This design comes from an exercise in tuning for small area, a short achievable clock period and few clock cycles per item on the open sky130 flow, not from production work. Where RTL was checked, it was by simulation tests only, not by an equivalence proof against the original. No functional check of the RTL was part of runs 3 and 4. The clock port is modelled as an ideal driver; clocking choices that lean on that would not hold on a real chip.

==> flow/design.v <==
package rosetta_pkg;
    localparam int num_pe = 8;
    localparam int word_w = 8;
    localparam int acc_w = 2 * word_w + $clog2(num_pe);
    typedef logic [31:0] inst_t;
    typedef logic [7:0]  pc_t;
    typedef logic [4:0]  row_addr_t;
    typedef logic [10:0] waddr_t;
    localparam int op_msb   = 31;
    localparam int op_lsb   = 30;
    localparam int dst_msb  = 29;
    localparam int dst_lsb  = 25;
    localparam int bias_msb = 24;
    localparam int bias_lsb = 20;
    localparam int x_msb    = 19;
    localparam int x_lsb    = 16;
    localparam int wb_msb   = 15;
    localparam int wb_lsb   = 5;
    localparam logic [1:0] op_nop  = 2'd0;
    localparam logic [1:0] op_mvma = 2'd1;
    localparam logic [1:0] op_halt = 2'd2;
endpackage
module mac_lane #(
    parameter int word_w = rosetta_pkg::word_w,
    parameter int acc_w  = rosetta_pkg::acc_w
) (
    input  logic                        clk,
    input  logic                        first,
    input  logic [word_w-1:0]           bias,
    input  logic [word_w/2-1:0]         bd_one,
    input  logic [word_w/2-1:0]         bd_two,
    input  logic [word_w/2-1:0]         bd_neg,
    input  logic [word_w-1:0]           weight,
    output logic [word_w-1:0]           result
);
    localparam int nd = word_w / 2;
    localparam int split = 10;
    logic [acc_w-1:0]  acc_q;
    logic              c_q;
    logic              cin;
    logic [acc_w-1:0]  base;
    logic [acc_w-1:0]  row_a;
    logic [acc_w-1:0]  row_b;
    logic [word_w+1:0] wx;
    assign wx = {weight[word_w-1], weight, 1'b0};
    logic [word_w:0] s0, s1, s2, s3;
    logic [word_w:0] srow [nd];
    for (genvar d = 0; d < nd; d++) begin : g_pp
        for (genvar j = 0; j <= word_w; j++) begin : g_bit
            assign srow[d][j] = ((bd_one[d] & wx[j+1]) | (bd_two[d] & wx[j])) ^ bd_neg[d];
        end
    end
    assign s0 = srow[0];
    assign s1 = srow[1];
    assign s2 = srow[2];
    assign s3 = srow[3];
    assign base = first ? {{(acc_w-word_w){bias[word_w-1]}}, bias} : acc_q;
    assign cin  = c_q & ~first;
    logic hs1, hc2, hs3, hc4, fs5, fc6, hs7, hc8, fs9, fc10, hs11, hc12, fs13, fc14, hs15, hc16, fs17, fc18, hs19, hc20, fs21, fc22, fs23, fc24, fs25, fc26, hs27, hc28, hs29, hc30, fs31, fc32, fs33, fc34, fs35, fc36, fs37, fc38, fs39, fc40, fs41, fc42, fs43, fc44, fs45, fc46, fs47, fc48, hs49, hc50, hs51, hc52, hs53, hc54, fs55, fc56, fs57, fc58, fs59, fc60, fs61, fc62, fs63, fc64, fs65, fc66, fs67, fc68, fs69, fc70, fs71, fc72, fs73, fc74, fs75, fc76, fs77, fc78, fs79, fc80, hs81, hc82, hs83, hc84, hs85, hc86, hs87, hc88;
    assign hs1 = base[4] ^ s0[4];
    assign hc2 = base[4] & s0[4];
    assign hs3 = base[5] ^ s0[5];
    assign hc4 = base[5] & s0[5];
    assign fs5 = base[6] ^ s0[6] ^ s1[4];
    assign fc6 = (base[6] & s0[6]) | (base[6] & s1[4]) | (s0[6] & s1[4]);
    assign hs7 = s2[2] ^ s3[0];
    assign hc8 = s2[2] & s3[0];
    assign fs9 = base[7] ^ s0[7] ^ s1[5];
    assign fc10 = (base[7] & s0[7]) | (base[7] & s1[5]) | (s0[7] & s1[5]);
    assign hs11 = s2[3] ^ s3[1];
    assign hc12 = s2[3] & s3[1];
    assign fs13 = base[8] ^ s1[6] ^ s2[4];
    assign fc14 = (base[8] & s1[6]) | (base[8] & s2[4]) | (s1[6] & s2[4]);
    assign hs15 = s3[2] ^ s0[8];
    assign hc16 = s3[2] & s0[8];
    assign fs17 = base[9] ^ s1[7] ^ s2[5];
    assign fc18 = (base[9] & s1[7]) | (base[9] & s2[5]) | (s1[7] & s2[5]);
    assign hs19 = s3[3] ^ s0[8];
    assign hc20 = s3[3] & s0[8];
    assign fs21 = base[10] ^ s2[6] ^ s3[4];
    assign fc22 = (base[10] & s2[6]) | (base[10] & s3[4]) | (s2[6] & s3[4]);
    assign fs23 = ~s0[8] ^ ~s1[8] ^ cin;
    assign fc24 = (~s0[8] & ~s1[8]) | (~s0[8] & cin) | (~s1[8] & cin);
    assign fs25 = ~(base[11] ^ s2[7]);
    assign fc26 = base[11] | s2[7];
    assign hs27 = base[2] ^ s0[2];
    assign hc28 = base[2] & s0[2];
    assign hs29 = base[3] ^ s0[3];
    assign hc30 = base[3] & s0[3];
    assign fs31 = hs1 ^ s1[2] ^ s2[0];
    assign fc32 = (hs1 & s1[2]) | (hs1 & s2[0]) | (s1[2] & s2[0]);
    assign fs33 = hs3 ^ s1[3] ^ s2[1];
    assign fc34 = (hs3 & s1[3]) | (hs3 & s2[1]) | (s1[3] & s2[1]);
    assign fs35 = fs5 ^ hs7 ^ bd_neg[3];
    assign fc36 = (fs5 & hs7) | (fs5 & bd_neg[3]) | (hs7 & bd_neg[3]);
    assign fs37 = fs9 ^ hs11 ^ fc6;
    assign fc38 = (fs9 & hs11) | (fs9 & fc6) | (hs11 & fc6);
    assign fs39 = fs13 ^ hs15 ^ fc10;
    assign fc40 = (fs13 & hs15) | (fs13 & fc10) | (hs15 & fc10);
    assign fs41 = fs17 ^ hs19 ^ fc14;
    assign fc42 = (fs17 & hs19) | (fs17 & fc14) | (hs19 & fc14);
    assign fs43 = fs21 ^ fs23 ^ fc18;
    assign fc44 = (fs21 & fs23) | (fs21 & fc18) | (fs23 & fc18);
    assign fs45 = fs25 ^ s3[5] ^ fc22;
    assign fc46 = (fs25 & s3[5]) | (fs25 & fc22) | (s3[5] & fc22);
    assign fs47 = base[12] ^ s3[6] ^ ~s2[8];
    assign fc48 = (base[12] & s3[6]) | (base[12] & ~s2[8]) | (s3[6] & ~s2[8]);
    assign hs49 = ~base[13];
    assign hc50 = base[13];
    assign hs51 = base[0] ^ s0[0];
    assign hc52 = base[0] & s0[0];
    assign hs53 = base[1] ^ s0[1];
    assign hc54 = base[1] & s0[1];
    assign fs55 = hs27 ^ s1[0] ^ bd_neg[1];
    assign fc56 = (hs27 & s1[0]) | (hs27 & bd_neg[1]) | (s1[0] & bd_neg[1]);
    assign fs57 = hs29 ^ s1[1] ^ hc28;
    assign fc58 = (hs29 & s1[1]) | (hs29 & hc28) | (s1[1] & hc28);
    assign fs59 = fs31 ^ bd_neg[2] ^ hc30;
    assign fc60 = (fs31 & bd_neg[2]) | (fs31 & hc30) | (bd_neg[2] & hc30);
    assign fs61 = fs33 ^ hc2 ^ fc32;
    assign fc62 = (fs33 & hc2) | (fs33 & fc32) | (hc2 & fc32);
    assign fs63 = fs35 ^ hc4 ^ fc34;
    assign fc64 = (fs35 & hc4) | (fs35 & fc34) | (hc4 & fc34);
    assign fs65 = fs37 ^ hc8 ^ fc36;
    assign fc66 = (fs37 & hc8) | (fs37 & fc36) | (hc8 & fc36);
    assign fs67 = fs39 ^ hc12 ^ fc38;
    assign fc68 = (fs39 & hc12) | (fs39 & fc38) | (hc12 & fc38);
    assign fs69 = fs41 ^ hc16 ^ fc40;
    assign fc70 = (fs41 & hc16) | (fs41 & fc40) | (hc16 & fc40);
    assign fs71 = fs43 ^ hc20 ^ fc42;
    assign fc72 = (fs43 & hc20) | (fs43 & fc42) | (hc20 & fc42);
    assign fs73 = fs45 ^ fc24 ^ fc44;
    assign fc74 = (fs45 & fc24) | (fs45 & fc44) | (fc24 & fc44);
    assign fs75 = fs47 ^ fc26 ^ fc46;
    assign fc76 = (fs47 & fc26) | (fs47 & fc46) | (fc26 & fc46);
    assign fs77 = hs49 ^ s3[7] ^ fc48;
    assign fc78 = (hs49 & s3[7]) | (hs49 & fc48) | (s3[7] & fc48);
    assign fs79 = base[14] ^ ~s3[8] ^ hc50;
    assign fc80 = (base[14] & ~s3[8]) | (base[14] & hc50) | (~s3[8] & hc50);
    assign hs81 = ~base[15];
    assign hc82 = base[15];
    assign hs83 = ~base[16];
    assign hc84 = base[16];
    assign hs85 = ~base[17];
    assign hc86 = base[17];
    assign hs87 = ~base[18];
    assign hc88 = base[18];
    assign row_a = {hs87, hs85, hs83, hs81, fs79, fs77, fs75, fs73, fs71, fs69, fs67, fs65, fs63, fs61, fs59, fs57, fs55, hs53, hs51};
    assign row_b = {hc86, hc84, hc82, fc80, fc78, fc76, fc74, fc72, fc70, fc68, fc66, fc64, fc62, fc60, fc58, fc56, hc54, hc52, bd_neg[0]};
    logic [split:0]         lo_sum;
    logic [acc_w-split-1:0] hi_sum;
    assign lo_sum = {1'b0, row_a[split-1:0]} + {1'b0, row_b[split-1:0]};
    assign hi_sum = row_a[acc_w-1:split] + row_b[acc_w-1:split];
    always_ff @(posedge clk) begin
        acc_q <= {hi_sum, lo_sum[split-1:0]};
        c_q   <= lo_sum[split];
    end
    logic [acc_w-split-1:0] hi;
    logic                   hi_zero, hi_ones, hi_ones_m1;
    logic                   t_zeros, t_ones, t_neg;
    assign hi         = acc_q[acc_w-1:split];
    assign hi_zero    = ~|hi;
    assign hi_ones    = &hi;
    assign hi_ones_m1 = &hi[acc_w-split-1:1] & ~hi[0];
    assign t_zeros    = (c_q ? hi_ones : hi_zero) & ~|acc_q[split-1:word_w-1];
    assign t_ones     = (c_q ? hi_ones_m1 : hi_ones) & &acc_q[split-1:word_w-1];
    assign t_neg      = hi[acc_w-split-1] ^ (c_q & &hi[acc_w-split-2:0]);
    always_ff @(posedge clk) begin
        if (t_ones || t_zeros) begin
            result <= acc_q[word_w-1:0];
        end else if (t_neg) begin
            result <= {1'b1, {(word_w-1){1'b0}}};
        end else begin
            result <= {1'b0, {(word_w-1){1'b1}}};
        end
    end
endmodule
module mac_array #(
    parameter int num_pe = rosetta_pkg::num_pe,
    parameter int word_w = rosetta_pkg::word_w
) (
    input  logic                        clk,
    input  logic                        first,
    input  logic [word_w-1:0]           act_elem,
    input  logic [num_pe*word_w-1:0]    bias_row,
    input  logic [num_pe*word_w-1:0]    weight_row,
    output logic [num_pe*word_w-1:0]    result_row
);
    localparam int nd = word_w / 2;
    logic [num_pe*word_w-1:0] w_q;
    logic [num_pe*word_w-1:0] b_q;
    logic [nd-1:0]            one_d, two_d, neg_d;
    logic [nd-1:0]            one_q, two_q, neg_q;
    logic [num_pe-1:0]        first_q;       
    logic [word_w:0]          ax;
    assign ax = {act_elem, 1'b0};
    for (genvar d = 0; d < nd; d++) begin : g_enc
        assign one_d[d] = ax[2*d+1] ^ ax[2*d];
        assign two_d[d] = (ax[2*d+2] & ~ax[2*d+1] & ~ax[2*d])
                        | (~ax[2*d+2] & ax[2*d+1] & ax[2*d]);
        assign neg_d[d] = ax[2*d+2];
    end
    always_ff @(posedge clk) begin
        w_q   <= weight_row;
        b_q   <= bias_row;
        one_q <= one_d;
        two_q <= two_d;
        neg_q <= neg_d;
        first_q <= {num_pe{first}};
    end
    for (genvar k = 0; k < num_pe; k++) begin : g_lane
        mac_lane #(
            .word_w(word_w),
            .acc_w (rosetta_pkg::acc_w)
        ) lane_inst (
            .clk    (clk),
            .first  (first_q[k]),
            .bias   (b_q[k*word_w +: word_w]),
            .bd_one (one_q),
            .bd_two (two_q),
            .bd_neg (neg_q),
            .weight (w_q[k*word_w +: word_w]),
            .result (result_row[k*word_w +: word_w])
        );
    end
endmodule
module zero_skip_unit #(
    parameter int num_pe = rosetta_pkg::num_pe
) (
    input  logic [num_pe-1:0]           pres,
    output logic [$clog2(num_pe)-1:0]   idx,
    output logic [num_pe-1:0]           rest
);
    always_comb begin
        idx = '0;
        for (int i = num_pe - 1; i >= 0; i--) begin
            if (pres[i]) begin
                idx = $clog2(num_pe)'(i);
            end
        end
    end
    assign rest = pres & (pres - num_pe'(1));
endmodule
module core_sequencer #(
    parameter int num_pe = rosetta_pkg::num_pe
) (
    input  logic                        clk,
    input  logic                        rst,
    output logic                        im_ren,
    output rosetta_pkg::pc_t            im_raddr,
    input  rosetta_pkg::inst_t          im_rdata,
    output logic                        pam_x_ren,
    output rosetta_pkg::row_addr_t      pam_x_raddr,
    input  logic [num_pe-1:0]           pam_x_rdata,
    output logic                        am_x_ren,
    output rosetta_pkg::row_addr_t      am_x_raddr,
    output logic                        bm_ren,
    output rosetta_pkg::row_addr_t      bm_raddr,
    output logic                        wm_ren,
    output rosetta_pkg::waddr_t         wm_raddr,
    output logic                        am_r_wen,
    output rosetta_pkg::row_addr_t      am_r_waddr,
    output logic                        done,
    output logic [$clog2(num_pe)-1:0]   e1_k,
    output logic                        e1_empty,
    output logic                        e1_first
);
    localparam int idx_w = $clog2(num_pe);
    rosetta_pkg::pc_t   na_q;        
    logic               im_v_q;      
    logic               halted_q;
    logic               ir_v_q;      
    logic               ir_mok_q;    
    logic [3:0]         ir_x_q;
    logic [4:0]         ir_bias_q;
    logic [4:0]         ir_dst_q;
    logic [10:0]        ir_wb_q;
    logic               s_v_q;
    logic               s_last_q;    
    logic               s_rd_q;      
    logic [10:0]        s_wa_q;      
    logic               s_first_q;
    logic               s_empty_q;
    logic [idx_w-1:0]   s_k_q;
    logic [num_pe-1:0]  s_rest_q;
    logic [3:0]         s_x_q;
    logic [4:0]         s_bias_q;
    logic [4:0]         s_dst_q;
    logic [10:0]        s_wb_q;
    logic               e1_v_q, e1_first_q, e1_last_q, e1_empty_q;
    logic [idx_w-1:0]   e1_k_q;
    logic [4:0]         e1_dst_q;
    logic               e2_v_q, e2_last_q;
    logic [4:0]         e2_dst_q;
    logic               e3_wen_q;
    logic [4:0]         e3_dst_q;
    logic               e4_wen_q;
    logic [4:0]         e4_dst_q;
    logic               done_q;
    logic [1:0]         opcode;
    logic               s_last;
    logic               s_free;
    logic               take;
    logic               ir_free;
    logic               adv;
    logic               is_mvma;
    logic               is_halt;
    logic [num_pe-1:0]  mask_pres;
    logic [idx_w-1:0]   mask_idx;
    logic [num_pe-1:0]  mask_rest;
    logic [idx_w-1:0]   rest_idx;
    logic [num_pe-1:0]  rest_rest;
    logic               s_v_d;
    logic               ir_v_d;
    logic               halted_d;
    assign opcode  = im_rdata[rosetta_pkg::op_msb:rosetta_pkg::op_lsb];
    assign is_mvma = (opcode == rosetta_pkg::op_mvma);
    assign is_halt = (opcode == rosetta_pkg::op_halt);
    assign s_last  = s_last_q;
    assign s_free  = !s_v_q || s_last;
    assign take    = s_free && ir_v_q && ir_mok_q;
    assign ir_free = !ir_v_q || take;
    assign adv     = im_v_q && ir_free && !halted_q;
    for (genvar k = 0; k < num_pe; k++) begin : g_pres
        assign mask_pres[k] = pam_x_rdata[num_pe-1-k];
    end
    zero_skip_unit #(.num_pe(num_pe)) zs_mask (
        .pres (mask_pres),
        .idx  (mask_idx),
        .rest (mask_rest)
    );
    zero_skip_unit #(.num_pe(num_pe)) zs_rest (
        .pres (s_rest_q),
        .idx  (rest_idx),
        .rest (rest_rest)
    );
    assign s_v_d    = take || (s_v_q && !s_last);
    assign ir_v_d   = adv ? is_mvma : (ir_v_q && !take);
    assign halted_d = halted_q || (adv && is_halt);
    assign im_ren   = 1'b1;
    assign im_raddr = na_q;
    always_ff @(posedge clk) begin
        if (rst) begin
            na_q     <= '0;
            im_v_q   <= 1'b0;
            halted_q <= 1'b0;
            ir_v_q   <= 1'b0;
            ir_mok_q <= 1'b0;
            s_v_q    <= 1'b0;
            s_rd_q   <= 1'b0;
            e1_v_q   <= 1'b0;
            e2_v_q   <= 1'b0;
            e3_wen_q <= 1'b0;
            e4_wen_q <= 1'b0;
            done_q   <= 1'b0;
        end else begin
            if (adv) begin
                na_q <= na_q + rosetta_pkg::pc_t'(1);
            end
            im_v_q   <= !adv;
            halted_q <= halted_d;
            ir_v_q   <= ir_v_d;
            ir_mok_q <= ir_v_q && !take;
            s_v_q    <= s_v_d;
            s_rd_q   <= take ? |mask_pres : s_v_d;
            e1_v_q   <= s_v_q;
            e2_v_q   <= e1_v_q;
            e3_wen_q <= e2_v_q && e2_last_q;
            e4_wen_q <= e3_wen_q;
            done_q   <= done_q || (halted_d && !ir_v_d && !s_v_d && !s_v_q && !e1_v_q && !e2_v_q);
        end
    end
    always_ff @(posedge clk) begin
        if (adv) begin
            ir_x_q    <= im_rdata[rosetta_pkg::x_msb:rosetta_pkg::x_lsb];
            ir_bias_q <= im_rdata[rosetta_pkg::bias_msb:rosetta_pkg::bias_lsb];
            ir_dst_q  <= im_rdata[rosetta_pkg::dst_msb:rosetta_pkg::dst_lsb];
            ir_wb_q   <= im_rdata[rosetta_pkg::wb_msb:rosetta_pkg::wb_lsb];
        end
    end
    always_ff @(posedge clk) begin
        s_wa_q <= (take ? ir_wb_q : s_wb_q) + rosetta_pkg::waddr_t'(take ? mask_idx : rest_idx);
        if (take) begin
            s_first_q <= 1'b1;
            s_empty_q <= ~|mask_pres;
            s_last_q  <= ~|mask_rest;
            s_k_q     <= mask_idx;
            s_rest_q  <= mask_rest;
            s_x_q     <= ir_x_q;
            s_bias_q  <= ir_bias_q;
            s_dst_q   <= ir_dst_q;
            s_wb_q    <= ir_wb_q;
        end else begin
            s_first_q <= 1'b0;
            s_last_q  <= ~|rest_rest;
            s_k_q     <= rest_idx;
            s_rest_q  <= rest_rest;
        end
    end
    always_ff @(posedge clk) begin
        e1_first_q <= s_first_q;
        e1_last_q  <= s_last;
        e1_empty_q <= s_empty_q;
        e1_k_q     <= s_k_q;
        e1_dst_q   <= s_dst_q;
        e2_last_q  <= e1_last_q;
        e2_dst_q   <= e1_dst_q;
        e3_dst_q   <= e2_dst_q;
        e4_dst_q   <= e3_dst_q;
    end
    assign pam_x_ren   = ir_v_q;
    assign pam_x_raddr = {1'b0, ir_x_q};
    assign wm_ren      = s_rd_q;
    assign wm_raddr    = s_wa_q;
    assign am_x_ren    = wm_ren;
    assign am_x_raddr  = {1'b0, s_x_q};
    assign bm_ren      = s_v_q && s_first_q;
    assign bm_raddr    = s_bias_q;
    assign am_r_wen    = e4_wen_q;
    assign am_r_waddr  = e4_dst_q;
    assign done        = done_q;
    assign e1_k        = e1_k_q;
    assign e1_empty    = e1_empty_q;
    assign e1_first    = e1_first_q;
endmodule
module rosetta_core #(
    parameter int num_pe = rosetta_pkg::num_pe,
    parameter int word_w = rosetta_pkg::word_w
) (
    input  logic                          clk,
    input  logic                          rst,
    output logic                          im_ren,
    output rosetta_pkg::pc_t              im_raddr,
    input  rosetta_pkg::inst_t            im_rdata,
    output logic                          pam_x_ren,
    output rosetta_pkg::row_addr_t        pam_x_raddr,
    input  logic [num_pe-1:0]             pam_x_rdata,
    output logic                          am_x_ren,
    output rosetta_pkg::row_addr_t        am_x_raddr,
    input  logic [num_pe*word_w-1:0]      am_x_rdata,
    output logic                          bm_ren,
    output rosetta_pkg::row_addr_t        bm_raddr,
    input  logic [num_pe*word_w-1:0]      bm_rdata,
    output logic                          wm_ren,
    output rosetta_pkg::waddr_t           wm_raddr,
    input  logic [num_pe*word_w-1:0]      wm_rdata,
    output logic                          am_r_wen,
    output rosetta_pkg::row_addr_t        am_r_waddr,
    output logic [num_pe*word_w-1:0]      am_r_wdata,
    output logic                          done
);
    logic [$clog2(num_pe)-1:0]  e1_k;
    logic                       e1_empty;
    logic                       e1_first;
    logic [word_w-1:0]          act_elem;
    core_sequencer #(
        .num_pe(num_pe)
    ) sequencer_inst (
        .clk         (clk),
        .rst         (rst),
        .im_ren      (im_ren),
        .im_raddr    (im_raddr),
        .im_rdata    (im_rdata),
        .pam_x_ren   (pam_x_ren),
        .pam_x_raddr (pam_x_raddr),
        .pam_x_rdata (pam_x_rdata),
        .am_x_ren    (am_x_ren),
        .am_x_raddr  (am_x_raddr),
        .bm_ren      (bm_ren),
        .bm_raddr    (bm_raddr),
        .wm_ren      (wm_ren),
        .wm_raddr    (wm_raddr),
        .am_r_wen    (am_r_wen),
        .am_r_waddr  (am_r_waddr),
        .done        (done),
        .e1_k        (e1_k),
        .e1_empty    (e1_empty),
        .e1_first    (e1_first)
    );
    assign act_elem = e1_empty ? '0 : am_x_rdata[e1_k * word_w +: word_w];
    mac_array #(
        .num_pe(num_pe),
        .word_w(word_w)
    ) mac_array_inst (
        .clk        (clk),
        .first      (e1_first),
        .act_elem   (act_elem),
        .bias_row   (bm_rdata),
        .weight_row (wm_rdata),
        .result_row (am_r_wdata)
    );
endmodule
==> flow/flow/run.sh <==
#!/bin/bash
# The standard layout, with plain buf_1 cells as the port buffers instead of the
# delay buffers buffer_ports picks by itself. The whole make output goes to layout.log.
set -euo pipefail
bash standard.sh "BUFFER_PORTS_ARGS=-buffer_cell sky130_fd_sc_hd__buf_1" finish > layout.log 2>&1
==> flow/standard.sh <==
#!/bin/bash
# synth_recipe.tcl (not shown) runs the flow's synth.tcl, then flattens the netlist and writes it again
# the make line also repeats each setting of config.mk as NAME=value (left out here)
make -C /OpenROAD-flow-scripts/flow DESIGN_CONFIG=/design/flow/config.mk WORK_HOME=/design/flow/orfs CLKGATE_MAP_FILE= SYNTH_SCRIPT=/design/flow/synth_recipe.tcl "${@:-finish}"
==> flow/config.mk <==
export PLATFORM = sky130hd
export DESIGN_NAME = rosetta_core
export DESIGN_NICKNAME = rosetta_core
export VERILOG_FILES = /design/flow/design.v
export SDC_FILE = /design/flow/constraint.sdc
export NUM_CORES = 4
export LEC_CHECK = 0
export CAP_MARGIN = 20
export CORE_MARGIN = 2
export CORE_UTILIZATION = 55
export SETUP_SLACK_MARGIN = 5
export SLEW_MARGIN = 20
export TNS_END_PERCENT = 0
==> flow/constraint.sdc <==
create_clock -name core_clock -period 9.0 [get_ports {clk}]
set_input_delay 1.8000 -clock core_clock [delete_from_list [all_inputs] [get_ports {clk}]]
set_output_delay 1.8000 -clock core_clock [all_outputs]
set_load 0.01 [all_outputs]
==> impl_metrics.py, run 1 <==
metrics = {
    "clock_tree": {
        "numCtsBuffers": 52,
        "root_buffer": "clkbuf_16",
        "cts_buffer_depth": 3,
        "cts_tree": "built",
        "clk_pin_slew_worst_paths_ns": 0.06,
        "clk_latency_ns": 0.61,
        "cts_sinks": 485,
        "cts_max_level": 2,
        "cts_hold_buf": 0,
    },
    "sta": {
        "worst_pin_slew_ns": 1.125,
        "max_freq_mhz": 236.9,
        "slew_headroom": 0.2416,
        "rsz0062_at_grt": "true",
        "min_period_over_period": 0.4690,
        "setup_viol": 0,
        "finClkSkew_ns": 0.01582,
        "fin_crit_ns": 4.221,
        "hold_viol_final": 0,
        "fin_ws_ns": 4.779,
        "fin_setup_tns_ns": 0,
        "final-max-slew-violation-count": 0,
    },
    "setup_path": {
        "r2r-start": "mac_array_inst.two_q[1]",
        "crit_slowest_cell": "fa_1",
        "worstSetupStartpointType": "flip-flop",
        "cp.required_ns": 9.49,
        "worstSetupPathType": "flip-flop to flip-flop",
        "reg2reg_depth": 15,
        "r2r_end": "mac_array_inst.g_lane[0].lane_inst.acc_q[18]",
        "path_max_fanout": 7,
        "max_stage_delay_ns": 0.56,
        "regToRegSetupSlack_ns": 4.78,
        "crit_top_cell": "fa_1",
        "worstPathArrival_ns": 4.72,
        "path_cells": "buf_16, or2_4, buf_6, nand2_1, xor2_2, fa_1, fa_1, fa_1, ha_2, fa_2, a21o_1, a211oi_2, nor2_1, o22ai_1, xnor2_1",
        "cp-end-kind": "flip-flop",
    },
    "die": {
        "pin_count": 344,
        "fp-row-count": 87,
        "dieHeight_um": 244.0,
        "die_area_um2": 59510,
        "core_area_um2": 56600,
        "die_w_um": 244.0,
        "initial_core_util": 0.5595,
    },
    "layout": {
        "antenna_cells": 0,
        "utilization": 0.6525,
        "syn_to_final_growth_pct": 16.62,
        "fin_nets": 4136,
        "fin_cells": 4233,
        "drive_gt1_frac": 0.1087,
    },
    "logic_synthesis": {
        "ys.flop_type": "dfxtp_1",
        "synth.avg_cell_area_um2": 10.10,
        "synth-edff-count": 40,
        "syn_area_um2": 31670,
        "syn_inst": 3136,
        "synth-seq-cells": 485,
        "yosys.area.top_type": "dfxtp_1",
        "synth_top_area_frac": 0.2813,
        "ys_warn_count": 5,
        "synthTopCellsByArea": "dfxtp_1, fa_1, xnor2_1, ha_1, a22oi_1",
        "yosysSeqAreaShare": 0.3192,
        "ys_types": 71,
        "async_flop_share": 0,
    },
    "worst_hold_path": {
        "min_to": "sequencer_inst.e1_k_q[0]",
        "hp-class": "flip-flop to flip-flop",
        "worstHoldStart": "sequencer_inst.s_k_q[0]",
        "hold_depth": 0,
    },
    "route": {
        "vias": 24070,
        "first_pass_iters": 8,
        "remaining_drc_errors": 0,
        "detail_route.wirelength_mm": 87.40,
        "drt-initial-drc-count": 1627,
        "routedWlPerCell_um": 20.65,
        "drtAntennaViolNets": 0,
        "vias_per_cell": 5.686,
    },
    "place": {
        "hpwl_mm": 56.74,
        "place_ws_ns": 3.513,
        "gp_congestion": 0.8498,
        "place_inst": 4052,
        "io_buffer_count": 335,
    },
    "global_routing": {
        "grt_usage": 0.2944,
        "antenna_found_initial": 0,
        "grt_pass1_vias": 24380,
        "grt_max_degree": 46,
        "grt_overflow_total": 0,
        "grt_first_pass_wirelength_mm": 137.3,
    },
    "outcome": {
        "status": "complete, no violations",
    },
    "job": {
        "drv_cap": 0,
    },
}
## worst max-delay path, delay by kind of cell, from the launching register on
family	cells	cell delay, ns
buffers and inverters	2	0.32
adders and majority gates	5	2.06
DFF	1	0.39
xor gates and xnor gates	2	0.19
AOI/OAI and AO/OA	3	0.62
and+or+nand+nor	3	0.51
## registers in the layout, summed over array words and instances, names as in the netlist, 5 cells and up
register	flops
mac_array_inst.g_lane.lane_inst.result	64
sequencer_inst.na_q	8
sequencer_inst.e3_dst_q	5
sequencer_inst.s_bias_q	5
sequencer_inst.ir_dst_q	5
mac_array_inst.g_lane.lane_inst.c_q	8
sequencer_inst.e1_dst_q	5
sequencer_inst.ir_wb_q	11
sequencer_inst.ir_bias_q	5
sequencer_inst.e4_dst_q	5
sequencer_inst.s_wb_q	11
sequencer_inst.s_rest_q	7
mac_array_inst.g_lane.lane_inst.acc_q	152
sequencer_inst.s_wa_q	11
sequencer_inst.e2_dst_q	5
mac_array_inst.b_q	64
mac_array_inst.w_q	64
sequencer_inst.s_dst_q	5
## kinds of logic after synthesis
| logic type | Yosys count | share of synthesized area |
|---|---|---|
| adder cells (fa/ha/maj) | 471 | 0.2412 |
| AND/OR/NAND/NOR | 547 | 0.08163 |
| multiplexers | 97 | 0.04073 |
| buffers and inverters | 460 | 0.05776 |
| AO/OA/AOI/OAI | 640 | 0.1392 |
| other | 2 | 0.0002371 |
| XOR/XNOR | 434 | 0.1200 |
| flip-flops | 485 | 0.3192 |
## worst max-delay path by stage
stage | startpoint | endpoint | slack, ns
2_1_floorplan | mac_array_inst.first_q[0] | mac_array_inst.g_lane[7].lane_inst.acc_q[9] | 4.90
3_3_place_gp | mac_array_inst.neg_q[2] | mac_array_inst.g_lane[7].lane_inst.acc_q[18] | 3.52
3_5_place_dp | mac_array_inst.neg_q[2] | mac_array_inst.g_lane[7].lane_inst.acc_q[18] | 3.51
4_1_cts | mac_array_inst.two_q[1] | mac_array_inst.g_lane[2].lane_inst.acc_q[18] | 4.79
5_1_grt | mac_array_inst.two_q[1] | mac_array_inst.g_lane[4].lane_inst.acc_q[18] | 4.64
6_report | mac_array_inst.two_q[1] | mac_array_inst.g_lane[0].lane_inst.acc_q[18] | 4.78
## cell type report
cell class,count,area [um^2]
Clock buffer,67,1440
Clock inverter,31,387.9
Fill cell,4686,19670
Inverter,263,1007
Multi-Input combinational cell,2192,20150
Sequential cell,485,10150
Tap cell,756,945.9
Timing Repair Buffer,439,2843
## Yosys cell counts, drive strengths merged, types with 7 or more instances
| cell | n |
|---|---|
| inv | 262 |
| xor2 | 85 |
| nor2 | 119 |
| fa | 233 |
| a21oi | 118 |
| o21a | 16 |
| o311ai | 7 |
| xnor2 | 349 |
| nor2b | 32 |
| mux2i | 24 |
| dfxtp | 445 |
| clkbuf | 134 |
| a22oi | 224 |
| nor4 | 27 |
| o41ai | 17 |
| ha | 236 |
| a211oi | 27 |
| nand2 | 195 |
| nand3 | 36 |
| or3 | 20 |
| edfxtp | 40 |
| a21o | 108 |
| nor3 | 36 |
| nand4 | 20 |
| mux4 | 16 |
| o22ai | 16 |
| and2 | 11 |
| or2 | 9 |
| or4 | 12 |
| nand2b | 12 |
| buf | 63 |
| o21ai | 66 |
| mux2 | 57 |
## routing by layer
metal,GRT usage,vias to the layer above,part of all wire
li1,-,11330,-
met1,0.4248,11650,0.45
met2,0.4497,940,0.44
met3,0.05312,153,0.084
met4,0.09110,0,0.031
met5,0,-,0
## through the flow
| step | hold WS (ns) | area (um^2) |
|---|---|---|
| 2_1_floorplan | 0.3096 | 31760 |
| 3_3_place_gp | 0.3108 | 33230 |
| 3_5_place_dp | 0.3121 | 33230 |
| 4_1_cts | 0.3256 | 36690 |
| 5_1_grt | 0.3293 | 36930 |
| 6_report | 0.3252 | 36930 |
## cells in the final DEF (no fill, tap or decap), types with 11 or more instances in the layout
cell type	synthesis	routed
dfxtp_1	445	429
or3_1	20	20
nor2b_1	32	32
nand4_1	20	20
bufbuf_16	0	12
a21o_1	108	108
nor3_1	36	36
buf_12	0	21
nor2_1	119	115
nor4_1	27	27
xor2_1	85	77
ha_1	236	227
a21oi_1	118	118
nand2_1	195	189
mux2_2	57	57
buf_1	49	335
o22ai_1	16	12
nand3_1	36	36
inv_1	260	257
a22oi_1	224	220
mux2i_1	22	21
o21a_1	16	16
o21ai_0	62	61
or4_1	12	11
fa_1	233	223
clkbuf_16	0	54
edfxtp_1	40	40
nand2b_1	12	12
buf_4	5	54
a211oi_1	27	19
xnor2_1	349	341
## what timing repair did
item                       in CTS  in global routing
setup buffers                  64                  6
gates resized for setup       129                 42
gates cloned                   13                  0
setup endpoints to repair     117                 68
pin swaps                      41                 64
Testbench counts, summed over its fixed seeds: cycles 4,952, items 1,180.
==> run 2, diff against run 1 <==
==> flow/flow/run.sh (replaced) <==
#!/bin/bash
set -euo pipefail
here=$(pwd)
bash standard.sh "BUFFER_PORTS_ARGS=-buffer_cell sky130_fd_sc_hd__buf_1" \
  "POST_CTS_TCL=$here/flow/skew.tcl" SETUP_SLACK_MARGIN=5.5 finish > layout.log 2>&1
==> flow/flow/skew.tcl (new file) <==
# Runs after CTS (POST_CTS_TCL). The accumulator flip-flops launch only into their own
# loop and the result register, and capture the multiplier tree, whose inputs come from
# other flip-flops. Their clock is delayed so those register-to-register paths gain;
# no path from an input or to an output starts or ends at them.
# Each group of them on one clock net gets its own branch: a delay cell feeding a
# clock buffer sized for the group.
set dly_cell sky130_fd_sc_hd__clkdlybuf4s25_1
set groups [dict create]
foreach inst [get_cells -hierarchical {*lane_inst.acc_q* *lane_inst.c_q*}] {
  set pin [get_pins -of_objects $inst -filter "name == CLK"]
  set net [get_full_name [get_nets -of_objects $pin]]
  dict lappend groups $net [get_full_name $pin]
}
set n 0
dict for {net pins} $groups {
  set k [llength $pins]
  if {$k <= 4} {
    set drv_cell sky130_fd_sc_hd__clkbuf_4
  } elseif {$k <= 12} {
    set drv_cell sky130_fd_sc_hd__clkbuf_8
  } else {
    set drv_cell sky130_fd_sc_hd__clkbuf_16
  }
  set b [insert_buffer -buffer_cell $drv_cell -net $net -load_pins $pins \
    -buffer_name skewdrv_$n -net_name skewnet_a_$n]
  set a_pin [get_full_name [get_pins -of_objects [get_cells $b] -filter "direction == input"]]
  insert_buffer -buffer_cell $dly_cell -net $net -load_pins [list $a_pin] \
    -buffer_name skewdly_$n -net_name skewnet_b_$n
  incr n
}
puts "skew: $n clock groups of accumulator flip-flops delayed"
detailed_placement
check_placement -verbose
--- a/flow/config.mk
+++ b/flow/config.mk
@@ -8,6 +8,5 @@
 export CAP_MARGIN = 20
 export CORE_MARGIN = 2
 export CORE_UTILIZATION = 55
-export SETUP_SLACK_MARGIN = 5
 export SLEW_MARGIN = 20
 export TNS_END_PERCENT = 0
==> run 2 against run 1 <==
  * Global-route usage decreased by 0.92 points
  * Via count up 0.67%
  * Area after synthesis stayed put
  * Worst setup slack improved by 0.33 ns
  * Still clean on timing, DRC and antenna
  * Largest cell class unchanged
  * Design area up 0.39%
  * Routed wire length shrank 2.6%
  * Utilization rose by 0.25 points
==> impl_metrics.py, run 2 <==
metrics = {
    "outcome": {
        "status": "complete, no violations",
    },
    "clock_tree": {
        "cts_tree": "built",
        "cts_sinks": 485,
        "clk_pin_slew_worst_paths_ns": 0.06,
        "clk_latency_ns": 1.05,
    },
    "die": {
        "fp-row-count": 87,
        "die_area_um2": 59510,
        "dieHeight_um": 244.0,
        "core_area_um2": 56600,
        "initial_core_util": 0.5595,
        "pin_count": 344,
        "die_w_um": 244.0,
    },
    "logic_synthesis": {
        "synth-edff-count": 40,
        "synth.avg_cell_area_um2": 10.10,
        "yosys.area.top_type": "dfxtp_1",
        "synth_common_cells": "dfxtp_1, xnor2_1, inv_1",
        "async_flop_share": 0,
        "yosysSeqAreaShare": 0.3192,
        "synth_top_area_frac": 0.2813,
        "syn_area_um2": 31670,
        "syn_inst": 3136,
        "synthTopCellsByArea": "dfxtp_1, fa_1, xnor2_1, ha_1, a22oi_1",
        "yosysMostFrequentCell": "dfxtp_1",
        "ys.flop_type": "dfxtp_1",
        "ys_warn_count": 5,
        "synth-seq-cells": 485,
        "ys_types": 71,
    },
    "setup_path": {
        "path_max_fanout": 36,
        "worstPathArrival_ns": 4.71,
        "cp-end-kind": "flip-flop",
        "worstSetupPathType": "flip-flop to flip-flop",
        "worstSetupStartpointType": "flip-flop",
        "cp.required_ns": 9.82,
    },
    "sta": {
        "finalHoldWorstSlack_ns": 0.3154,
        "min_period_over_period": 0.4320,
        "finClkSkew_ns": 0.4576,
        "final-max-slew-violation-count": 0,
        "setup_viol": 0,
        "max_freq_mhz": 257.2,
        "rsz0062_at_grt": "true",
        "fin_setup_tns_ns": 0,
        "hold_viol_final": 0,
        "slew_headroom": 0.2719,
        "worst_pin_slew_ns": 1.092,
        "fin_crit_ns": 3.888,
    },
    "route": {
        "remaining_drc_errors": 0,
        "routedWlPerCell_um": 19.92,
        "drt-initial-drc-count": 1732,
        "vias": 24230,
        "first_pass_iters": 5,
        "vias_per_cell": 5.674,
        "detail_route.wirelength_mm": 85.10,
        "drtAntennaViolNets": 0,
    },
    "layout": {
        "multi_input_area_um2": 20120,
        "fin_nets": 4171,
        "drive_gt1_frac": 0.1047,
        "layout_commonest_cell": "dfxtp_1",
        "fin_cells": 4271,
        "largest_reg_flops": 152,
        "fillers": 4617,
        "seq_area_um2": 10150,
        "regMostFlops": "mac_array_inst.g_lane.lane_inst.acc_q",
        "syn_to_final_growth_pct": 17.07,
        "antenna_cells": 0,
        "layout_common_cells": "dfxtp_1, xnor2_1, buf_1",
    },
    "place": {
        "place_inst": 4049,
        "gp_congestion": 0.8443,
        "io_buffer_count": 335,
        "hpwl_mm": 56.75,
    },
    "global_routing": {
        "grt_overflow_total": 0,
        "antenna_found_initial": 0,
        "grt_first_pass_wirelength_mm": 134.5,
        "grt_pass1_vias": 24790,
        "grt_max_degree": 97,
        "grt_usage": 0.2852,
    },
    "job": {
        "drv_cap": 0,
    },
    "worst_hold_path": {
        "hp-class": "flip-flop to flip-flop",
    },
}
[run 2: cell counts after synthesis]
Identical to the previous run, type by type.
[run 2: path summary, 6_finish.rpt]
path              cells after the start  slack, ns                                          end               startpoint
setup reg to reg                      9       5.11       mac_array_inst.g_lane[3].lane_inst.c_q  mac_array_inst.neg_q[1]
hold / removal                        3       0.32  mac_array_inst.g_lane[5].lane_inst.acc_q[0]   mac_array_inst.b_q[40]
setup / recovery                      9       5.11       mac_array_inst.g_lane[3].lane_inst.c_q  mac_array_inst.neg_q[1]
hold reg to reg                       3       0.32  mac_array_inst.g_lane[5].lane_inst.acc_q[0]   mac_array_inst.b_q[40]
[run 2: logic make-up after synthesis]
| group | after synthesis | share of synthesized area |
|---|---|---|
| other | 2 | 0.0002371 |
| adders and majority gates | 471 | 0.2412 |
| muxes | 97 | 0.04073 |
| buffers and inverters | 460 | 0.05776 |
| and+or+nand+nor | 547 | 0.08163 |
| xor gates and xnor gates | 434 | 0.1200 |
| DFF | 485 | 0.3192 |
| AOI/OAI and AO/OA | 640 | 0.1392 |
[run 2: through the flow]
stage	area [um^2]	util	worst slack (ns)
after global placement	33430	0.5905	3.824
after global routing	37070	0.6550	5.010
final	37070	0.6550	5.112
after detailed placement	33430	0.5905	3.730
after floorplan	32200	-	5.127
[run 2: per-layer routing]
metal,wire length (um),vias to the layer above,GRT usage
met2,36500,957,0.4266
met5,0,-,0
met3,7489,149,0.06541
li1,-,11410,-
met1,38970,11710,0.4130
met4,2141,0,0.08124
[run 2: critical path, cell delays in order, from the launching register on]
cell	delay (ns)
dfxtp_4	0.67
buf_12	0.36
xor2_1	0.13
fa_1	0.50
inv_1	0.06
fa_1	0.50
fa_1	0.49
ha_1	0.35
o311ai_0	0.67
o21ai_0	0.33
[run 2: final cells by class, without the clock buffers]
cell class	count	area share
well taps	756	0.02551
flip-flops and latches	485	0.2738
inverters	263	0.02754
multi-input cells	2192	0.5426
repair buffers	399	0.05960
clock inverters	40	0.01158
==> run 3, diff against run 2 <==
--- a/flow/design.v
+++ b/flow/design.v
@@ -34,7 +34,7 @@
     output logic [word_w-1:0]           result
 );
     localparam int nd = word_w / 2;
-    localparam int split = 10;
+    localparam int split = 13;
     logic [acc_w-1:0]  acc_q;
     logic              c_q;
     logic              cin;
@@ -56,7 +56,7 @@
     assign s3 = srow[3];
     assign base = first ? {{(acc_w-word_w){bias[word_w-1]}}, bias} : acc_q;
     assign cin  = c_q & ~first;
-    logic hs1, hc2, hs3, hc4, fs5, fc6, hs7, hc8, fs9, fc10, hs11, hc12, fs13, fc14, hs15, hc16, fs17, fc18, hs19, hc20, fs21, fc22, fs23, fc24, fs25, fc26, hs27, hc28, hs29, hc30, fs31, fc32, fs33, fc34, fs35, fc36, fs37, fc38, fs39, fc40, fs41, fc42, fs43, fc44, fs45, fc46, fs47, fc48, hs49, hc50, hs51, hc52, hs53, hc54, fs55, fc56, fs57, fc58, fs59, fc60, fs61, fc62, fs63, fc64, fs65, fc66, fs67, fc68, fs69, fc70, fs71, fc72, fs73, fc74, fs75, fc76, fs77, fc78, fs79, fc80, hs81, hc82, hs83, hc84, hs85, hc86, hs87, hc88;
+    logic hs1, hc2, hs3, hc4, fs5, fc6, hs7, hc8, fs9, fc10, hs11, hc12, fs13, fc14, hs15, hc16, fs17, fc18, hs19, hc20, fs21, fc22, hs23, hc24, fs25, fc26, hs27, hc28, hs29, hc30, fs31, fc32, fs33, fc34, fs35, fc36, fs37, fc38, fs39, fc40, fs41, fc42, fs43, fc44, fs45, fc46, fs47, fc48, fs49, fc50, hs51, hc52, hs53, hc54, fs55, fc56, fs57, fc58, fs59, fc60, fs61, fc62, fs63, fc64, fs65, fc66, fs67, fc68, fs69, fc70, fs71, fc72, fs73, fc74, fs75, fc76, fs77, fc78, fs79, fc80, hs81, hc82, hs83, hc84, hs85, hc86, hs87, hc88;
     assign hs1 = base[4] ^ s0[4];
     assign hc2 = base[4] & s0[4];
     assign hs3 = base[5] ^ s0[5];
@@ -79,8 +79,8 @@
     assign hc20 = s3[3] & s0[8];
     assign fs21 = base[10] ^ s2[6] ^ s3[4];
     assign fc22 = (base[10] & s2[6]) | (base[10] & s3[4]) | (s2[6] & s3[4]);
-    assign fs23 = ~s0[8] ^ ~s1[8] ^ cin;
-    assign fc24 = (~s0[8] & ~s1[8]) | (~s0[8] & cin) | (~s1[8] & cin);
+    assign hs23 = ~s0[8] ^ ~s1[8];
+    assign hc24 = ~s0[8] & ~s1[8];
     assign fs25 = ~(base[11] ^ s2[7]);
     assign fc26 = base[11] | s2[7];
     assign hs27 = base[2] ^ s0[2];
@@ -99,14 +99,14 @@
     assign fc40 = (fs13 & hs15) | (fs13 & fc10) | (hs15 & fc10);
     assign fs41 = fs17 ^ hs19 ^ fc14;
     assign fc42 = (fs17 & hs19) | (fs17 & fc14) | (hs19 & fc14);
-    assign fs43 = fs21 ^ fs23 ^ fc18;
-    assign fc44 = (fs21 & fs23) | (fs21 & fc18) | (fs23 & fc18);
+    assign fs43 = fs21 ^ hs23 ^ fc18;
+    assign fc44 = (fs21 & hs23) | (fs21 & fc18) | (hs23 & fc18);
     assign fs45 = fs25 ^ s3[5] ^ fc22;
     assign fc46 = (fs25 & s3[5]) | (fs25 & fc22) | (s3[5] & fc22);
     assign fs47 = base[12] ^ s3[6] ^ ~s2[8];
     assign fc48 = (base[12] & s3[6]) | (base[12] & ~s2[8]) | (s3[6] & ~s2[8]);
-    assign hs49 = ~base[13];
-    assign hc50 = base[13];
+    assign fs49 = ~(base[13] ^ s3[7]);
+    assign fc50 = base[13] | s3[7];
     assign hs51 = base[0] ^ s0[0];
     assign hc52 = base[0] & s0[0];
     assign hs53 = base[1] ^ s0[1];
@@ -129,14 +129,14 @@
     assign fc70 = (fs41 & hc16) | (fs41 & fc40) | (hc16 & fc40);
     assign fs71 = fs43 ^ hc20 ^ fc42;
     assign fc72 = (fs43 & hc20) | (fs43 & fc42) | (hc20 & fc42);
-    assign fs73 = fs45 ^ fc24 ^ fc44;
-    assign fc74 = (fs45 & fc24) | (fs45 & fc44) | (fc24 & fc44);
+    assign fs73 = fs45 ^ hc24 ^ fc44;
+    assign fc74 = (fs45 & hc24) | (fs45 & fc44) | (hc24 & fc44);
     assign fs75 = fs47 ^ fc26 ^ fc46;
     assign fc76 = (fs47 & fc26) | (fs47 & fc46) | (fc26 & fc46);
-    assign fs77 = hs49 ^ s3[7] ^ fc48;
-    assign fc78 = (hs49 & s3[7]) | (hs49 & fc48) | (s3[7] & fc48);
-    assign fs79 = base[14] ^ ~s3[8] ^ hc50;
-    assign fc80 = (base[14] & ~s3[8]) | (base[14] & hc50) | (~s3[8] & hc50);
+    assign fs77 = fs49 ^ cin ^ fc48;
+    assign fc78 = (fs49 & cin) | (fs49 & fc48) | (cin & fc48);
+    assign fs79 = base[14] ^ ~s3[8] ^ fc50;
+    assign fc80 = (base[14] & ~s3[8]) | (base[14] & fc50) | (~s3[8] & fc50);
     assign hs81 = ~base[15];
     assign hc82 = base[15];
     assign hs83 = ~base[16];
@@ -165,13 +165,13 @@
     assign t_zeros    = (c_q ? hi_ones : hi_zero) & ~|acc_q[split-1:word_w-1];
     assign t_ones     = (c_q ? hi_ones_m1 : hi_ones) & &acc_q[split-1:word_w-1];
     assign t_neg      = hi[acc_w-split-1] ^ (c_q & &hi[acc_w-split-2:0]);
-    always_ff @(posedge clk) begin
+    always_comb begin
         if (t_ones || t_zeros) begin
-            result <= acc_q[word_w-1:0];
+            result = acc_q[word_w-1:0];
         end else if (t_neg) begin
-            result <= {1'b1, {(word_w-1){1'b0}}};
+            result = {1'b1, {(word_w-1){1'b0}}};
         end else begin
-            result <= {1'b0, {(word_w-1){1'b1}}};
+            result = {1'b0, {(word_w-1){1'b1}}};
         end
     end
 endmodule
@@ -294,8 +294,6 @@
     logic [4:0]         e2_dst_q;
     logic               e3_wen_q;
     logic [4:0]         e3_dst_q;
-    logic               e4_wen_q;
-    logic [4:0]         e4_dst_q;
     logic               done_q;
     logic [1:0]         opcode;
     logic               s_last;
@@ -320,7 +318,7 @@
     assign s_free  = !s_v_q || s_last;
     assign take    = s_free && ir_v_q && ir_mok_q;
     assign ir_free = !ir_v_q || take;
-    assign adv     = im_v_q && ir_free && !halted_q;
+    assign adv     = im_v_q && !halted_q && (ir_free || !(is_mvma || is_halt));
     for (genvar k = 0; k < num_pe; k++) begin : g_pres
         assign mask_pres[k] = pam_x_rdata[num_pe-1-k];
     end
@@ -335,7 +333,7 @@
         .rest (rest_rest)
     );
     assign s_v_d    = take || (s_v_q && !s_last);
-    assign ir_v_d   = adv ? is_mvma : (ir_v_q && !take);
+    assign ir_v_d   = (adv && is_mvma) || (ir_v_q && !take);
     assign halted_d = halted_q || (adv && is_halt);
     assign im_ren   = 1'b1;
     assign im_raddr = na_q;
@@ -351,7 +349,6 @@
             e1_v_q   <= 1'b0;
             e2_v_q   <= 1'b0;
             e3_wen_q <= 1'b0;
-            e4_wen_q <= 1'b0;
             done_q   <= 1'b0;
         end else begin
             if (adv) begin
@@ -366,12 +363,11 @@
             e1_v_q   <= s_v_q;
             e2_v_q   <= e1_v_q;
             e3_wen_q <= e2_v_q && e2_last_q;
-            e4_wen_q <= e3_wen_q;
-            done_q   <= done_q || (halted_d && !ir_v_d && !s_v_d && !s_v_q && !e1_v_q && !e2_v_q);
+            done_q   <= done_q || (halted_d && !ir_v_d && !s_v_d && !s_v_q && !e1_v_q);
         end
     end
     always_ff @(posedge clk) begin
-        if (adv) begin
+        if (adv && is_mvma) begin
             ir_x_q    <= im_rdata[rosetta_pkg::x_msb:rosetta_pkg::x_lsb];
             ir_bias_q <= im_rdata[rosetta_pkg::bias_msb:rosetta_pkg::bias_lsb];
             ir_dst_q  <= im_rdata[rosetta_pkg::dst_msb:rosetta_pkg::dst_lsb];
@@ -406,7 +402,6 @@
         e2_last_q  <= e1_last_q;
         e2_dst_q   <= e1_dst_q;
         e3_dst_q   <= e2_dst_q;
-        e4_dst_q   <= e3_dst_q;
     end
     assign pam_x_ren   = ir_v_q;
     assign pam_x_raddr = {1'b0, ir_x_q};
@@ -416,8 +411,8 @@
     assign am_x_raddr  = {1'b0, s_x_q};
     assign bm_ren      = s_v_q && s_first_q;
     assign bm_raddr    = s_bias_q;
-    assign am_r_wen    = e4_wen_q;
-    assign am_r_waddr  = e4_dst_q;
+    assign am_r_wen    = e3_wen_q;
+    assign am_r_waddr  = e3_dst_q;
     assign done        = done_q;
     assign e1_k        = e1_k_q;
     assign e1_empty    = e1_empty_q;
==> flow/flow/run.sh (replaced) <==
#!/bin/bash
# The standard layout, with plain buf_1 cells as the port buffers instead of the
# delay buffers buffer_ports picks by itself. The whole make output goes to layout.log.
set -euo pipefail
bash standard.sh "BUFFER_PORTS_ARGS=-buffer_cell sky130_fd_sc_hd__buf_1" finish > layout.log 2>&1
--- a/flow/config.mk
+++ b/flow/config.mk
@@ -8,5 +8,8 @@
 export CAP_MARGIN = 20
 export CORE_MARGIN = 2
 export CORE_UTILIZATION = 55
+export CTS_CLUSTER_DIAMETER = 80
+export CTS_CLUSTER_SIZE = 25
+export SETUP_SLACK_MARGIN = 5
 export SLEW_MARGIN = 20
 export TNS_END_PERCENT = 0
removed: flow/flow/skew.tcl
==> run 3 against run 2 <==
  * Utilization fell by 4.0 points
  * Critical path depth is 3 lower
  * Clock skew decreased by 0.44 ns
  * Final cell count is 5.5% lower
  * Sequential cell count decreased by 70
==> impl_metrics.py, run 3 <==
metrics = {
    "outcome": {
        "status": "complete, no violations",
    },
    "layout": {
        "layout_commonest_cell": "dfxtp_1",
        "fin_cells": 4034,
        "seq_area_um2": 8752,
        "antenna_cells": 0,
        "fin_nets": 3975,
        "fillers": 4640,
        "regMostFlops": "mac_array_inst.g_lane.lane_inst.acc_q",
        "layout_common_cells": "dfxtp_1, buf_1, xnor2_1",
        "reg_top3": "mac_array_inst.g_lane.lane_inst.acc_q: 152 flops, mac_array_inst.b_q: 64 flops, mac_array_inst.w_q: 64 flops",
        "syn_to_final_growth_pct": 10.70,
        "largest_reg_flops": 152,
        "multi_input_area_um2": 20220,
        "final_design_area_no_fill_um2": 33790,
        "drive_gt1_frac": 0.08095,
    },
    "route": {
        "routedWlPerCell_um": 19.64,
        "remaining_drc_errors": 0,
        "vias": 22920,
        "first_pass_iters": 5,
        "detail_route.wirelength_mm": 79.24,
        "drt-initial-drc-count": 1258,
        "drtAntennaViolNets": 0,
        "vias_per_cell": 5.680,
    },
    "logic_synthesis": {
        "ys_warn_count": 5,
        "yosys.area.top_type": "dfxtp_1",
        "yosysSeqAreaShare": 0.2853,
        "synth-edff-count": 40,
        "syn_area_um2": 30530,
        "synth_common_cells": "dfxtp_1, xnor2_1, ha_1",
        "synth-seq-cells": 415,
        "ys_types": 70,
        "synthTopCellsByArea": "dfxtp_1, fa_1, ha_1, xnor2_1, a22oi_1",
        "syn_inst": 3053,
        "async_flop_share": 0,
        "synth.avg_cell_area_um2": 9.999,
        "synth_top_area_frac": 0.2459,
        "ys.flop_type": "dfxtp_1",
        "yosysMostFrequentCell": "dfxtp_1",
    },
    "sta": {
        "max_freq_mhz": 232.6,
        "fin_crit_ns": 4.298,
        "hold_viol_final": 0,
        "final-max-slew-violation-count": 0,
        "min_period_over_period": 0.4776,
        "rsz0062_at_grt": "true",
        "fin_setup_tns_ns": 0,
        "slew_headroom": 0.3310,
        "setup_viol": 0,
        "fin_ws_ns": 4.702,
        "finClkSkew_ns": 0.02132,
        "worst_pin_slew_ns": 1.002,
    },
    "worst_hold_path": {
        "hp-class": "flip-flop to flip-flop",
        "worstHoldStart": "sequencer_inst.e1_first_q",
    },
    "global_routing": {
        "grt_overflow_total": 0,
        "use_met2": 0.4601,
        "antenna_found_initial": 1,
        "use_met3": 0.04356,
        "grt_first_pass_wirelength_mm": 125.5,
        "grt_usage": 0.2741,
        "grt_pass1_vias": 23440,
        "busiest_layer": "met2",
        "met1_usage": 0.3710,
        "grt_max_degree": 66,
    },
    "setup_path": {
        "r2r-start": "mac_array_inst.one_q[0]",
        "cp-startpoint": "mac_array_inst.g_lane[4].lane_inst.c_q",
        "worstPathArrival_ns": 2.50,
        "worstSetupPathType": "flip-flop to output port",
        "path_max_fanout": 7,
        "cp-end-kind": "output port",
        "cp.required_ns": 7.20,
        "worstSetupStartpointType": "flip-flop",
        "regToRegSetupSlack_ns": 4.73,
    },
    "place": {
        "gp_congestion": 0.8558,
        "dpl-instance-area_um2": 32000,
        "place_ws_ns": 3.819,
        "hpwl_mm": 55.52,
        "place_inst": 3947,
        "io_buffer_count": 335,
    },
    "job": {
        "drv_cap": 0,
    },
    "die": {
        "core_area_um2": 54990,
        "fp-row-count": 86,
        "die_area_um2": 57410,
        "dieHeight_um": 239.6,
        "initial_core_util": 0.5552,
        "pin_count": 344,
        "die_w_um": 239.6,
    },
    "clock_tree": {
        "cts_tree": "built",
        "clk_latency_ns": 0.62,
        "cts_max_level": 1,
        "cts_buffer_depth": 3,
        "root_buffer": "clkbuf_16",
        "cts_sinks": 415,
        "numCtsBuffers": 30,
        "cts_hold_buf": 0,
        "clk_pin_slew_worst_paths_ns": 0.09,
    },
}
[run 3: cell count changes in the layout (fill, tap and decap cells not counted), moves of 26 or more]
| cell | before | now |
|---|---|---|
| a21o_1 | 108 | 73 |
| a21oi_1 | 118 | 156 |
| clkdlybuf4s25_1 | 36 | 0 |
| dfxtp_1 | 432 | 360 |
| ha_1 | 227 | 253 |
| inv_1 | 254 | 220 |
| nor2_1 | 117 | 80 |
| o21ai_0 | 62 | 96 |
| xnor2_1 | 339 | 296 |
| xor2_1 | 82 | 138 |
[run 3: worst max-delay path: stages (launching register included)]
cell and delay (ns):
dfxtp_2 0.33, or4_1 0.53, nor4_2 0.14, a21o_1 0.14
a41oi_4 0.19, mux2_4 0.39, buf_2 0.15
[run 3: final timing paths]
kind                                                                endpoint  cells after the start
worst max register to register  mac_array_inst.g_lane[4].lane_inst.acc_q[11]                     13
worst max-delay path                                          am_r_wdata[32]                      6
worst min-delay path                               mac_array_inst.first_q[0]                      0
worst min register to register                     mac_array_inst.first_q[0]                      0
[run 3: routing by layer]
metal | share of wire | wire length, um
met4 | 0.020 | 1566
met1 | 0.45 | 35320
met5 | 0.00016 | 13
met2 | 0.47 | 37580
met3 | 0.060 | 4759
[run 3: cells by family after synthesis]
kind of cell | Yosys count | synth area share
simple gates | 488 | 0.07804
compound gates | 683 | 0.1541
buf+inv | 430 | 0.05623
xor+xnor | 434 | 0.1245
mux | 121 | 0.04963
other cells | 2 | 0.0002460
flops | 415 | 0.2853
fa+ha+maj | 480 | 0.2520
[run 3: cell type report]
type                       count  area share
tap                          748     0.02769
clock buffer                  37     0.02421
inverter                     223     0.02492
multi-input combinational   2209      0.5982
clock inverter                19    0.007960
timing repair buffer         383     0.05798
sequential                   415      0.2590
[run 3: stage by stage]
step | hold WS (ns) | util
floorplan | 0.3096 | -
global placement | 0.3100 | 0.5820
detailed placement | 0.3118 | 0.5820
CTS | 0.3292 | 0.6113
global route | 0.3376 | 0.6146
finish | 0.3277 | 0.6146
[run 3: what timing repair did]
action,CTS,global route
setup buffers,22,8
cloned,0,1
pin swaps,4,3
gates resized for setup,59,21
setup endpoints to repair,145,134
==> run 4, diff against run 3 <==
--- a/flow/design.v
+++ b/flow/design.v
@@ -278,7 +278,6 @@
     logic               s_v_q;
     logic               s_last_q;    
     logic               s_rd_q;      
-    logic [10:0]        s_wa_q;      
     logic               s_first_q;
     logic               s_empty_q;
     logic [idx_w-1:0]   s_k_q;
@@ -375,7 +374,6 @@
         end
     end
     always_ff @(posedge clk) begin
-        s_wa_q <= (take ? ir_wb_q : s_wb_q) + rosetta_pkg::waddr_t'(take ? mask_idx : rest_idx);
         if (take) begin
             s_first_q <= 1'b1;
             s_empty_q <= ~|mask_pres;
@@ -406,7 +404,7 @@
     assign pam_x_ren   = ir_v_q;
     assign pam_x_raddr = {1'b0, ir_x_q};
     assign wm_ren      = s_rd_q;
-    assign wm_raddr    = s_wa_q;
+    assign wm_raddr    = s_wb_q + rosetta_pkg::waddr_t'(s_k_q);
     assign am_x_ren    = wm_ren;
     assign am_x_raddr  = {1'b0, s_x_q};
     assign bm_ren      = s_v_q && s_first_q;
==> run 4 against run 3 <==
  * Sequential share of layout area is 0.16 points higher
  * First-iteration DRC count is 20% higher
  * Register-to-register slack worse by 0.10 ns
  * Final cell count is 3.4% lower
  * Routed wire length is 1.3% lower
  * Synthesized cell count is 2.8% lower
  * Worst hold slack better by 0.0047 ns
  * Non-clock buffer count is 2 lower
  * Critical path type unchanged
  * Critical endpoint is now am_r_wdata[34]
==> impl_metrics.py, run 4 <==
metrics = {
    "sta": {
        "hold_viol_final": 0,
        "rsz0062_at_grt": "true",
        "max_freq_mhz": 226.0,
        "slew_headroom": 0.3691,
        "worst_pin_slew_ns": 0.9453,
        "min_period_over_period": 0.4916,
        "finClkSkew_ns": 0.02601,
        "setup_viol": 0,
        "fin_crit_ns": 4.425,
        "final-max-slew-violation-count": 0,
        "fin_setup_tns_ns": 0,
    },
    "global_routing": {
        "met1_usage": 0.3751,
        "use_met2": 0.4703,
        "grt_max_degree": 66,
        "grt_pass1_vias": 23050,
        "busiest_layer": "met2",
        "use_met3": 0.04558,
        "grt_first_pass_wirelength_mm": 123.8,
        "grt_overflow_total": 0,
        "grt_usage": 0.2780,
        "antenna_found_initial": 1,
    },
    "logic_synthesis": {
        "async_flop_share": 0,
        "synth.avg_cell_area_um2": 10.04,
        "ys.flop_type": "dfxtp_1",
        "syn_inst": 2968,
        "synth-seq-cells": 404,
        "yosysSeqAreaShare": 0.2886,
        "ys_types": 76,
        "ys_warn_count": 5,
        "yosysMostFrequentCell": "dfxtp_1",
        "synthTopCellsByArea": "dfxtp_1, fa_1, ha_1, xnor2_1, a22oi_1",
        "synth_common_cells": "dfxtp_1, xnor2_1, ha_1",
        "synth_top_area_frac": 0.2372,
        "yosys.area.top_type": "dfxtp_1",
        "synth-edff-count": 51,
        "syn_area_um2": 29790,
    },
    "layout": {
        "layout_common_cells": "dfxtp_1, buf_1, xnor2_1",
        "fin_nets": 3890,
        "syn_to_final_growth_pct": 11.27,
        "utilization": 0.6172,
        "final_design_area_no_fill_um2": 33150,
        "reg_top3": "mac_array_inst.g_lane.lane_inst.acc_q: 152 flops, mac_array_inst.b_q: 64 flops, mac_array_inst.w_q: 64 flops",
        "layout_commonest_cell": "dfxtp_1",
        "drive_gt1_frac": 0.07529,
        "largest_reg_flops": 152,
        "regMostFlops": "mac_array_inst.g_lane.lane_inst.acc_q",
        "fillers": 4619,
    },
    "route": {
        "detail_route.wirelength_mm": 78.23,
        "remaining_drc_errors": 0,
        "first_pass_iters": 7,
        "drt-initial-drc-count": 1510,
        "routedWlPerCell_um": 20.07,
        "vias": 22390,
        "vias_per_cell": 5.743,
        "drtAntennaViolNets": 0,
    },
    "clock_tree": {
        "numCtsBuffers": 30,
        "cts_max_level": 1,
        "root_buffer": "clkbuf_16",
        "clk_pin_slew_worst_paths_ns": 0.09,
        "cts_hold_buf": 0,
        "cts_tree": "built",
        "cts_buffer_depth": 3,
        "clk_latency_ns": 0.62,
        "cts_sinks": 404,
    },
    "setup_path": {
        "max_stage_delay_ns": 0.55,
        "r2r-start": "mac_array_inst.one_q[0]",
        "path_max_fanout": 7,
        "cp-end-kind": "output port",
        "reg2reg_depth": 13,
        "r2r_end": "mac_array_inst.g_lane[7].lane_inst.c_q",
        "cp.required_ns": 7.20,
        "path_cells": "or4_1, o41ai_2, a41oi_2, mux2_2, buf_1",
        "worstSetupStartpointType": "flip-flop",
        "worstSetupPathType": "flip-flop to output port",
        "regToRegSetupSlack_ns": 4.63,
        "cp-startpoint": "mac_array_inst.g_lane[4].lane_inst.acc_q[14]",
        "crit_slowest_cell": "or4_1",
        "worstPathArrival_ns": 2.62,
        "worstSetupEndpoint": "am_r_wdata[34]",
    },
    "place": {
        "gp_congestion": 0.8543,
        "hpwl_mm": 53.03,
        "io_buffer_count": 335,
        "dpl-instance-area_um2": 31270,
    },
    "die": {
        "pin_count": 344,
        "core_area_um2": 53710,
        "initial_core_util": 0.5547,
        "die_area_um2": 56050,
        "dieHeight_um": 236.7,
        "fp-row-count": 85,
        "die_w_um": 236.7,
    },
    "job": {
        "drv_cap": 0,
    },
    "worst_hold_path": {
        "hp-class": "flip-flop to flip-flop",
    },
    "outcome": {
        "status": "complete, no violations",
    },
}
run 4: changes by cell type after synthesis, moves of 7 or more:
cell      delta
xnor2_1     +16
buf_2        -8
o211ai_1    -11
inv_1       +13
or3_1        -7
edfxtp_1    +11
nand2_1     -12
dfxtp_1     -22
nor3_1      -14
nand2b_1     -7
mux2i_1      -8
xor2_1       -7
run 4: layout make-up:
class,count,area [um^2],area share
well taps,696,870.8,0.02627
diodes,1,2.502,0.00007549
multi-input cells,2125,19630,0.5920
repair buffers,381,1977,0.05963
clock buffers,32,779.5,0.02351
clock inverters,24,370.4,0.01117
flip-flops and latches,404,8640,0.2606
inverters,235,884.6,0.02668
run 4: worst min path at each step:
stage                               start                         end  slack, ns  depth (start not counted)
6_report       sequencer_inst.e2_dst_q[3]  sequencer_inst.e3_dst_q[3]       0.33                          0
5_1_grt         sequencer_inst.e1_first_q   mac_array_inst.first_q[0]       0.34                          0
4_1_cts        sequencer_inst.e1_dst_q[4]  sequencer_inst.e2_dst_q[4]       0.33                          0
3_5_place_dp   sequencer_inst.e1_dst_q[4]  sequencer_inst.e2_dst_q[4]       0.31                          0
3_3_place_gp   sequencer_inst.e1_dst_q[0]  sequencer_inst.e2_dst_q[0]       0.31                          0
2_1_floorplan   sequencer_inst.e1_first_q   mac_array_inst.first_q[0]       0.31                          0
run 4: timing repair:
item / in CTS / in global routing
resized for setup: 43 / 14
gates cloned: 1 / 1
setup buffers: 25 / 2
setup endpoints to repair: 173 / 116
pin swaps: 1 / 1
run 4: logic make-up after synthesis:
family,count (synthesis),share of synthesized area
compound gates,674,0.1522
buf+inv,440,0.05875
other cells,2,0.0002521
mux,107,0.04590
flops,404,0.2886
xor+xnor,443,0.1302
fa+ha+maj,482,0.2589
simple gates,416,0.06518
run 4: stage by stage:
step	hold WS [ns]	worst slack, ns	cells
2_1_floorplan	0.3096	4.970	2969
3_3_place_gp	0.3111	3.790	3812
3_5_place_dp	0.3121	3.736	3812
4_1_cts	0.3339	4.539	3894
5_1_grt	0.3366	4.467	3897
6_report	0.3325	4.575	3898
run 4: metal layers:
metal  part of all wire  up-vias
met1               0.44    11000
met5            0.00017        -
met4              0.022        2
met3              0.062      108
met2               0.48      646
li1                   -    10630
run 4: critical path: cells and delay by family, from the launching register on:
| kind | cells | cell delay, ns |
|---|---|---|
| buf+inv | 1 | 0.14 |
| simple gates | 1 | 0.55 |
| compound gates | 2 | 0.59 |
| flops | 1 | 0.33 |
| mux | 1 | 0.40 |

==> static timing again, ports no longer ideal <==
Ports are ideal in the flow. The routed layouts listed here were re-timed in OpenROAD. Step 1, drivers: a clkbuf_16 drives clk and a buf_2 each remaining input, both assumed. Step 2, shift: input delay + t, output delay - t, t = (earliest + latest rising clock arrival at the registers) / 2. This alone moves slack from input paths to output paths. a / b / c = ideal ports / drivers / drivers and shift; a / b = the first two.
run	t (ns)	setup WS [ns]	hold WS [ns]	worst setup path at the end	latest minus earliest clock arrival (ns)	slew at the worst register clock pin (ns)
run 1	0.666	4.779 / 4.779 / 4.669	0.325 / 0.325 / 0.325	input to register	0.019 / 0.018	0.07 / 0.07
run 2	0.889	5.112 / 5.112 / 4.502	0.315 / 0.315 / 0.315	input to register	0.467 / 0.468	0.09 / 0.09
run 3	0.675	4.702 / 4.641 / 4.543	0.328 / 0.328 / 0.328	input to register	0.023 / 0.022	0.10 / 0.10
run 4	0.670	4.575 / 4.512 / 4.628	0.332 / 0.332 / 0.332	register to register	0.030 / 0.030	0.10 / 0.10
Clock arrivals are far apart in run 2, so t is only a midpoint there and step 2 fits no single register. The setup slack of run 2, which loses most, moves by 0.000 ns with the drivers and by -0.610 ns with both steps.
